What follows belongs to an exercise in optimizing a design on an open flow for small area; a production flow would make more cautious choices.
The RTL was checked by simulation tests, not by an equivalence proof against the original design.
Power and IR drop assume default switching activity.

==> design/flow/design.v <==
package csr_pkg;
  localparam int CSR_XLEN = 64;
  localparam logic [11:0] CSR_MSTATUS  = 12'h300;
  localparam logic [11:0] CSR_MISA     = 12'h301;
  localparam logic [11:0] CSR_MIE      = 12'h304;
  localparam logic [11:0] CSR_MTVEC    = 12'h305;
  localparam logic [11:0] CSR_MSCRATCH = 12'h340;
  localparam logic [11:0] CSR_MEPC     = 12'h341;
  localparam logic [11:0] CSR_MCAUSE   = 12'h342;
  localparam logic [11:0] CSR_MTVAL    = 12'h343;
  localparam logic [11:0] CSR_MIP      = 12'h344;
  localparam logic [11:0] CSR_MCYCLE   = 12'hB00;
  localparam logic [11:0] CSR_MINSTRET = 12'hB02;
  localparam logic [CSR_XLEN-1:0] MISA_VALUE =
    64'h8000_0000_0000_0100;
  localparam int MSTATUS_MIE    = 3;
  localparam int MSTATUS_MPIE   = 7;
  localparam int MSTATUS_MPP_HI = 12;
  localparam int MSTATUS_MPP_LO = 11;
  typedef enum logic [1:0] {
    PRIV_U = 2'b00,
    PRIV_M = 2'b11
  } priv_e;
  typedef enum logic {
    ST_IDLE,
    ST_REDIRECT
  } redir_e;
  typedef struct packed {
    logic [11:0]         addr;
    logic [CSR_XLEN-1:0] data;
    logic                we;
  } csr_op_t;
endpackage
module csr_counter #(
  parameter int W = 64
) (
  input  logic         clk,
  input  logic         live_i,
  input  logic         inc_i,
  input  logic [2:0]   sel_i,      
  input  logic [W-1:0] wdata0_i,
  input  logic [W-1:0] wdata1_i,
  input  logic [W-1:0] wdata2_i,
  output logic [W-1:0] count_o
);
  logic [W-1:0] cnt_q, cnt_d, cnt_inc;
  logic         keep;
  assign keep    = live_i & ~(|sel_i);
  assign cnt_inc = cnt_q + W'(inc_i);
  logic start;
  assign start = ~live_i & ~(|sel_i) & inc_i;
  assign cnt_d = ({W{keep}}     & cnt_inc)
               | ({W{sel_i[0]}} & wdata0_i)
               | ({W{sel_i[1]}} & wdata1_i)
               | ({W{sel_i[2]}} & wdata2_i)
               | W'(start);
  always_ff @(posedge clk)
    cnt_q <= cnt_d;
  assign count_o = cnt_q;
endmodule
module csr_regfile #(
  parameter int NUM_OPS = 3,
  parameter int XLEN    = 64
) (
  input  logic                    clk,
  input  logic                    reset,
  input  logic                    commit_valid,
  input  logic [NUM_OPS*(12+XLEN+1)-1:0] csr_ops,
  input  logic                    is_ecall,
  input  logic                    is_mret,
  input  logic [11:0]             raddr,
  output logic [XLEN-1:0]         rdata,
  output logic                    redirect_valid,
  output logic [XLEN-1:0]         redirect_pc,
  output logic [1:0]              priv_mode
);
  localparam int OPW = 12 + XLEN + 1;
  logic [11:0]     op_addr [NUM_OPS];
  logic [XLEN-1:0] op_data [NUM_OPS];
  logic            op_we   [NUM_OPS];
  for (genvar g = 0; g < NUM_OPS; g++) begin : g_ops
    assign op_we[g]   = csr_ops[g*OPW];
    assign op_data[g] = csr_ops[g*OPW+1 +: XLEN];
    assign op_addr[g] = csr_ops[g*OPW+1+XLEN +: 12];
  end
  localparam int R_MSTATUS  = 0;
  localparam int R_MIE      = 1;
  localparam int R_MTVEC    = 2;
  localparam int R_MSCRATCH = 3;
  localparam int R_MEPC     = 4;
  localparam int R_MCAUSE   = 5;
  localparam int R_MTVAL    = 6;
  localparam int R_MCYCLE   = 7;
  localparam int R_MINSTRET = 8;
  localparam int NREG       = 9;
  function automatic logic [NREG-1:0] decode(input logic [11:0] a);
    decode = '0;
    decode[R_MSTATUS]  = (a == csr_pkg::CSR_MSTATUS);
    decode[R_MIE]      = (a == csr_pkg::CSR_MIE);
    decode[R_MTVEC]    = (a == csr_pkg::CSR_MTVEC);
    decode[R_MSCRATCH] = (a == csr_pkg::CSR_MSCRATCH);
    decode[R_MEPC]     = (a == csr_pkg::CSR_MEPC);
    decode[R_MCAUSE]   = (a == csr_pkg::CSR_MCAUSE);
    decode[R_MTVAL]    = (a == csr_pkg::CSR_MTVAL);
    decode[R_MCYCLE]   = (a == csr_pkg::CSR_MCYCLE);
    decode[R_MINSTRET] = (a == csr_pkg::CSR_MINSTRET);
  endfunction
  logic live_q;
  always_ff @(posedge clk or posedge reset) begin
    if (reset) live_q <= 1'b0;
    else       live_q <= 1'b1;
  end
  logic [NREG-1:0] hit [NUM_OPS];
  for (genvar k = 0; k < NUM_OPS; k++) begin : g_hit
    assign hit[k] = (commit_valid & op_we[k]) ? decode(op_addr[k]) : '0;
  end
  logic [2:0] sel [NREG];
  logic       keep [NREG];
  for (genvar r = 0; r < NREG; r++) begin : g_sel
    assign sel[r][2] = hit[2][r];
    assign sel[r][1] = hit[1][r] & ~hit[2][r];
    assign sel[r][0] = hit[0][r] & ~hit[1][r] & ~hit[2][r];
    assign keep[r]   = live_q & ~(hit[0][r] | hit[1][r] | hit[2][r]);
  end
  logic [XLEN-1:0] mstatus_q, mie_q, mscratch_q, mcause_q, mtval_q;
  logic [XLEN-1:2] mtvec_q, mepc_q;
  function automatic logic [XLEN-1:0] nxt(input logic k, input logic [2:0] s,
                                          input logic [XLEN-1:0] q,
                                          input logic [XLEN-1:0] d0,
                                          input logic [XLEN-1:0] d1,
                                          input logic [XLEN-1:0] d2);
    nxt = ({XLEN{k}} & q) | ({XLEN{s[0]}} & d0) | ({XLEN{s[1]}} & d1)
        | ({XLEN{s[2]}} & d2);
  endfunction
  logic [XLEN-1:0] mtvec_n, mepc_n;
  assign mtvec_n = nxt(keep[R_MTVEC], sel[R_MTVEC], {mtvec_q, 2'b00},
                       op_data[0], op_data[1], op_data[2]);
  assign mepc_n  = nxt(keep[R_MEPC], sel[R_MEPC], {mepc_q, 2'b00},
                       op_data[0], op_data[1], op_data[2]);
  always_ff @(posedge clk) begin
    mstatus_q  <= nxt(keep[R_MSTATUS], sel[R_MSTATUS], mstatus_q,
                      op_data[0], op_data[1], op_data[2]);
    mie_q      <= nxt(keep[R_MIE], sel[R_MIE], mie_q,
                      op_data[0], op_data[1], op_data[2]);
    mscratch_q <= nxt(keep[R_MSCRATCH], sel[R_MSCRATCH], mscratch_q,
                      op_data[0], op_data[1], op_data[2]);
    mcause_q   <= nxt(keep[R_MCAUSE], sel[R_MCAUSE], mcause_q,
                      op_data[0], op_data[1], op_data[2]);
    mtval_q    <= nxt(keep[R_MTVAL], sel[R_MTVAL], mtval_q,
                      op_data[0], op_data[1], op_data[2]);
    mtvec_q    <= mtvec_n[XLEN-1:2];
    mepc_q     <= mepc_n[XLEN-1:2];
  end
  logic [XLEN-1:0] mcycle, minstret;
  csr_counter #(.W(XLEN)) u_mcycle (
    .clk      (clk),
    .live_i   (live_q),
    .inc_i    (1'b1),
    .sel_i    (sel[R_MCYCLE]),
    .wdata0_i (op_data[0]),
    .wdata1_i (op_data[1]),
    .wdata2_i (op_data[2]),
    .count_o  (mcycle)
  );
  csr_counter #(.W(XLEN)) u_minstret (
    .clk      (clk),
    .live_i   (live_q),
    .inc_i    (commit_valid),
    .sel_i    (sel[R_MINSTRET]),
    .wdata0_i (op_data[0]),
    .wdata1_i (op_data[1]),
    .wdata2_i (op_data[2]),
    .count_o  (minstret)
  );
  logic take_trap, take_ret;
  assign take_trap = commit_valid && is_ecall;
  assign take_ret  = commit_valid && is_mret && !is_ecall;
  logic rv_q, trap_q;
  logic [1:0] priv_q;
  logic [1:0] mpp;
  assign mpp = live_q ? mstatus_q[csr_pkg::MSTATUS_MPP_HI:csr_pkg::MSTATUS_MPP_LO]
                      : 2'b00;
  always_ff @(posedge clk or posedge reset) begin
    if (reset) begin
      rv_q   <= 1'b0;
      priv_q <= csr_pkg::PRIV_M;
    end else begin
      rv_q <= take_trap | take_ret;
      if (take_trap)
        priv_q <= csr_pkg::PRIV_M;
      else if (take_ret)
        priv_q <= mpp;
    end
  end
  always_ff @(posedge clk)
    trap_q <= take_trap;
  assign redirect_pc    = trap_q ? {mtvec_q, 2'b00} : {mepc_q, 2'b00};
  assign redirect_valid = rv_q;
  assign priv_mode      = priv_q;
  logic [NREG-1:0] rsel;
  logic            rmisa;
  assign rsel  = live_q ? decode(raddr) : '0;
  assign rmisa = (raddr == csr_pkg::CSR_MISA);
  assign rdata = ({XLEN{rsel[R_MSTATUS]}}  & mstatus_q)
               | ({XLEN{rsel[R_MIE]}}      & mie_q)
               | ({XLEN{rsel[R_MTVEC]}}    & {mtvec_q, 2'b00})
               | ({XLEN{rsel[R_MSCRATCH]}} & mscratch_q)
               | ({XLEN{rsel[R_MEPC]}}     & {mepc_q, 2'b00})
               | ({XLEN{rsel[R_MCAUSE]}}   & mcause_q)
               | ({XLEN{rsel[R_MTVAL]}}    & mtval_q)
               | ({XLEN{rsel[R_MCYCLE]}}   & mcycle)
               | ({XLEN{rsel[R_MINSTRET]}} & minstret)
               | ({XLEN{rmisa}}            & csr_pkg::MISA_VALUE);
endmodule
==> design/flow/run.sh <==
#!/bin/bash
# synth_recipe.tcl (not shown) runs the flow's synth.tcl, then flattens the netlist and writes it again
# the make line also repeats each setting of config.mk as NAME=value (left out here)
make -C /OpenROAD-flow-scripts/flow DESIGN_CONFIG=/design/flow/config.mk WORK_HOME=/design/flow/orfs CLKGATE_MAP_FILE= SYNTH_SCRIPT=/design/flow/synth_recipe.tcl finish
==> design/flow/config.mk <==
export PLATFORM = sky130hd
export DESIGN_NAME = csr_regfile
export DESIGN_NICKNAME = csr_regfile
export VERILOG_FILES = /design/flow/design.v
export SDC_FILE = /design/flow/constraint.sdc
export NUM_CORES = 4
export LEC_CHECK = 0
export CAP_MARGIN = 20
export CORE_MARGIN = 2
export CORE_UTILIZATION = 40
export SLEW_MARGIN = 20
==> design/flow/constraint.sdc <==
create_clock -name core_clock -period 7.0 [get_ports {clk}]
set_input_delay 1.4000 -clock core_clock [delete_from_list [all_inputs] [get_ports {clk}]]
set_output_delay 1.4000 -clock core_clock [all_outputs]
set_load 0.01 [all_outputs]
==> reports/qor.txt <==
Syn Std Cell Area: 35500 µm²
Most instantiated flip-flop cell in the synthesis netlist: sky130_fd_sc_hd__dfxtp_1
Detailed placement HPWL: 104000 µm
Critical-path maximum fanout: 47
Cell types occupying the most area after synthesis: sky130_fd_sc_hd__dfxtp_1 (32%), sky130_fd_sc_hd__a221oi_1 (6.5%), sky130_fd_sc_hd__nor2_1 (6.0%), sky130_fd_sc_hd__clkbuf_1 (5.0%), sky130_fd_sc_hd__o22ai_1 (4.5%)
Clock Power Share: 0.497
Final setup violation count: 0
Crit share post-route: 0.927
Most Frequent Cell on Critical Path: sky130_fd_sc_hd__clkdlybuf4s50_1
Initial drt markers: 5749
Unique masters post-synth: 68
Filler instances: 8732
Total gr overflow: 0
Post-synth top area share: 0.323
Compound-Gate Fraction of Synth Area: 0.323
Clock Sinks: 577
Timing startpoint of the critical path: raddr[5]
Cell leakage power: 14.9 nW
Standard-cell rows: 109
Critical R2R Launch: live_q
Internal Pwr Total: 0.00571 W
Synthesized instance count: 4569
Final Instance Area: 41600 µm²
Worst Skew: 0.0248 ns
H-tree levels: 3
Transition time at the pin with the least slew margin: 1.25 ns
Detailed-routing iteration count for the pre-antenna-repair pass: 9
Adder-Cell Fraction of Synth Area: 0.00106
NetSw: 0.00194 W
Mux cell area share after synthesis: 0.0443
Die Height: 302 µm
Top-Level Pins: 379
Power density of the placed cells: 184 nW/µm²
Initial Utilization: 0.403
Core region area: 88100 µm²
Aggregate negative setup slack: 0 ns
Critical Path AT: 5.09 ns
Maximum buffer depth of the clock tree: 3
Number of setup buffers added after CTS: 0
Count of flip-flops with a built-in enable after synthesis: 0
Synth warnings: 14
Total length of routed wires: 177000 µm
Worst setup path class: input pin to output port
Cell type with the largest total area after synthesis: sky130_fd_sc_hd__dfxtp_1
Maximum number of pins on one net before global-route repair: 84
Fraction of layout cells with a size suffix above 1: 0.0933
Unrepaired setup endpoints after global routing: no
Remaining max-slew budget at the tightest pin: 0.168
Die width: 302 µm
Combinational share of power: 0.070
# Max-Cap Violations: 0
Post-synthesis xor/xnor area fraction: 0.0304
Switching part of the total power: 0.254
Hold_buf cts: 0
Sequential cell area: 11600 µm²
Library cell with the highest instance count after synthesis: sky130_fd_sc_hd__dfxtp_1
Total via count after detailed routing: 40.0k
Worst skew pair latency: 0.64 ns
Number of global-route vias before repair: 38.3k
Startpoint kind of the worst setup timing path: input pin
Clock-pin slew reported for the worst setup and hold paths after clock tree synthesis: 0.06 ns
Clock buffers created by TritonCTS: 71
Simple-Gate Fraction of Synth Area: 0.199
Fin nets: 4738
Average footprint of a synthesized cell: 7.77 µm²
Sequential Power Share: 0.433
Area used by multi-input combinational logic: 21500 µm²
CTS tree: done
Final count of hold timing violations: 0
Cells along the critical path: clkdlybuf4s50_1 > nor4b_2 > nand3_1 > or2_2 > nor2_4 > buf_4 > a222oi_1 > nand2_1 > clkdlybuf4s50_1
Master of the slowest instance on the critical path: sky130_fd_sc_hd__buf_4
Peak supply drop: 0.179 mV
Root Buffer: sky130_fd_sc_hd__clkbuf_16
Number of routed nets with antenna violations: 0
Initial antenna violation count: 16
Final cell count without fillers: 5717
Sequential cell area fraction in the yosys report: 0.326
Number of flip-flops and latches in the synthesized netlist: 577
Area Growth Syn to Fin: 17.2%
Async set-reset flop share out of synthesis: 0.00693
Via count normalized by instance count: 7.00
Overall Global Routing Usage: 0.372
Final worst path period need: 6.49 ns
# resized after CTS: 0
Per-cell routed wire length: 30.9 µm
Main combinational cell family by area after synthesis: compound AO/OA/AOI/OAI gates
Top cells by count, synth: sky130_fd_sc_hd__dfxtp_1 (573), sky130_fd_sc_hd__nor2_1 (568), sky130_fd_sc_hd__clkbuf_1 (472)
Path type of the worst min-delay path: flop to flop
Global placer's final weighted congestion: 0.927
Residual DRC: 0
DIE AREA: 91100 µm²
Number of input and output port buffers inserted: 376
Top achievable clock speed: 154 MHz
Wire length of the first global-routing pass: 257000 µm
DP Cell Count: 5578
Status: finished clean
Area after DPL: 39200 µm²
Pins Over Slew Limit: 0
Data required, critical path: 5.60 ns
CP endpoint kind: output port
Largest stage delay on the critical path: 0.66 ns
Startpoint of the worst hold path: mscratch_q[50]
[placed cells by master, fill, tap and decap left out, types with 8 or more instances in the layout]
master                            count
sky130_fd_sc_hd__a21oi_1            180
sky130_fd_sc_hd__nor4_1              19
sky130_fd_sc_hd__mux2_2              79
sky130_fd_sc_hd__and3_1             208
sky130_fd_sc_hd__clkbuf_1            26
sky130_fd_sc_hd__a22oi_1             46
sky130_fd_sc_hd__buf_4               93
sky130_fd_sc_hd__inv_1               19
sky130_fd_sc_hd__mux2i_1             68
sky130_fd_sc_hd__xnor2_1             84
sky130_fd_sc_hd__a311oi_1            64
sky130_fd_sc_hd__a211oi_1            63
sky130_fd_sc_hd__diode_2              8
sky130_fd_sc_hd__o21ai_1             60
sky130_fd_sc_hd__clkinv_2             8
sky130_fd_sc_hd__a32oi_1             62
sky130_fd_sc_hd__a21o_1              64
sky130_fd_sc_hd__nand4_1             41
sky130_fd_sc_hd__clkdlybuf4s50_1    374
sky130_fd_sc_hd__xor2_1              39
sky130_fd_sc_hd__nor2_1             557
sky130_fd_sc_hd__clkbuf_16           75
sky130_fd_sc_hd__a22o_1              39
sky130_fd_sc_hd__nand3_1             93
sky130_fd_sc_hd__a222oi_1            75
sky130_fd_sc_hd__nor3_1             157
sky130_fd_sc_hd__clkbuf_8            15
sky130_fd_sc_hd__o2bb2ai_1           64
sky130_fd_sc_hd__nor4_2               9
sky130_fd_sc_hd__o21ai_0            272
sky130_fd_sc_hd__nor2_4              11
sky130_fd_sc_hd__a221oi_2            60
sky130_fd_sc_hd__nand2_1            297
sky130_fd_sc_hd__a221oi_1           265
sky130_fd_sc_hd__o22ai_1            257
sky130_fd_sc_hd__dfxtp_1            572
[power groups by stage]
stage          clock, W  sequential (W)  combinational [W]
6_report        0.00380         0.00331           0.000533
3_5_place_dp          0         0.00338           0.000513
3_3_place_gp          0         0.00338           0.000513
4_1_cts         0.00381         0.00331           0.000514
5_1_grt         0.00394         0.00331           0.000544
2_1_floorplan         0         0.00337           0.000247
[critical path: cells and delay by family]
kind            cells  cell delay, ns
simple gates        5            1.75
compound gates      1            0.25
buf+inv             3            1.68
[layer usage]
| metal | GRT usage | wire (µm) | up-vias |
|---|---|---|---|
| met2 | 0.591 | 78900 | 3121 |
| met5 | 0.00155 | 163 | - |
| met1 | 0.457 | 64400 | 18886 |
| met3 | 0.0900 | 21600 | 836 |
| met4 | 0.225 | 11800 | 24 |
| li1 | - | - | 17136 |
[flip-flops by register name, summed over array words and instances, names as in the netlist]
signal and count:
live_q 1, mcause_q 64, mepc_q 62, mie_q 64, mscratch_q 64, mstatus_q 64
mtval_q 64, mtvec_q 62, priv_q 2, rv_q 1, trap_q 1, u_mcycle.cnt_q 64
u_minstret.cnt_q 64
[stage by stage]
step	hold slack, ns	worst slack (ns)	power [W]	utilization
after global routing	0.464	0.414	0.00779	0.472
after CTS	0.450	0.626	0.00764	0.472
after global placement	0.432	0.663	0.00390	0.445
after floorplan	0.417	2.42	0.00362	-
final	0.449	0.512	0.00765	0.472
after detailed placement	0.442	0.623	0.00389	0.445
[worst paths after layout]
kind,to,slack [ns],cells after the start
max,rdata[50],0.51,9
min,mscratch_q[50],0.45,2
max reg2reg,mscratch_q[36],2.94,6
min reg2reg,mscratch_q[50],0.45,2
max in group asynchronous,priv_q[0],5.77,2
min in group asynchronous,live_q,0.97,2
[cells by family (layout without fill, tap and decap cells)]
logic type / Yosys count / count (layout)
XOR/XNOR: 123 / 123
flip-flops: 577 / 577
multiplexers: 147 / 147
adder cells (fa/ha/maj): 3 / 3
other: 2 / 11
AND/OR/NAND/NOR: 1492 / 1492
AO/OA/AOI/OAI: 1574 / 1574
buffers and inverters: 651 / 625
[final cells by class]
type	count	area share
clock buffers	116	0.0524
clock inverters	14	0.00376
repair buffers	476	0.111
inverters	19	0.00171
multi-input cells	3342	0.517
flip-flops and latches	577	0.278
well taps	1165	0.0350
diodes	8	0.000481

[what the ideal ports hide]
The flow's constraints put no driver on any port. The routed layout listed below was extracted and timed again, unchanged, in two steps.
Step 1 sets driving cells, clkbuf_16 on the clock port and buf_2 on the other inputs (assumed; they add their load-dependent delay and slew).
Step 2 times the ports against the registers' clock, not the clock port: input delays grow and output delays shrink by t, the midpoint of the rising clock arrivals with the driver on.
a / b / c = no drivers / after step 1 / after step 2; a / b = the first two.
shift t [ns]: 0.692
slack for setup (ns): 0.512 / 0.487 / 0.487
worst hold slack (ns): 0.449 / 0.449 / 0.449
worst data-port slew with drivers (ns): 0.22
pins driven straight from the clock port: 1
After both steps this run still meets setup and hold. For this run, drivers alone change the setup slack by -0.025 ns; drivers and shift together by -0.025 ns.
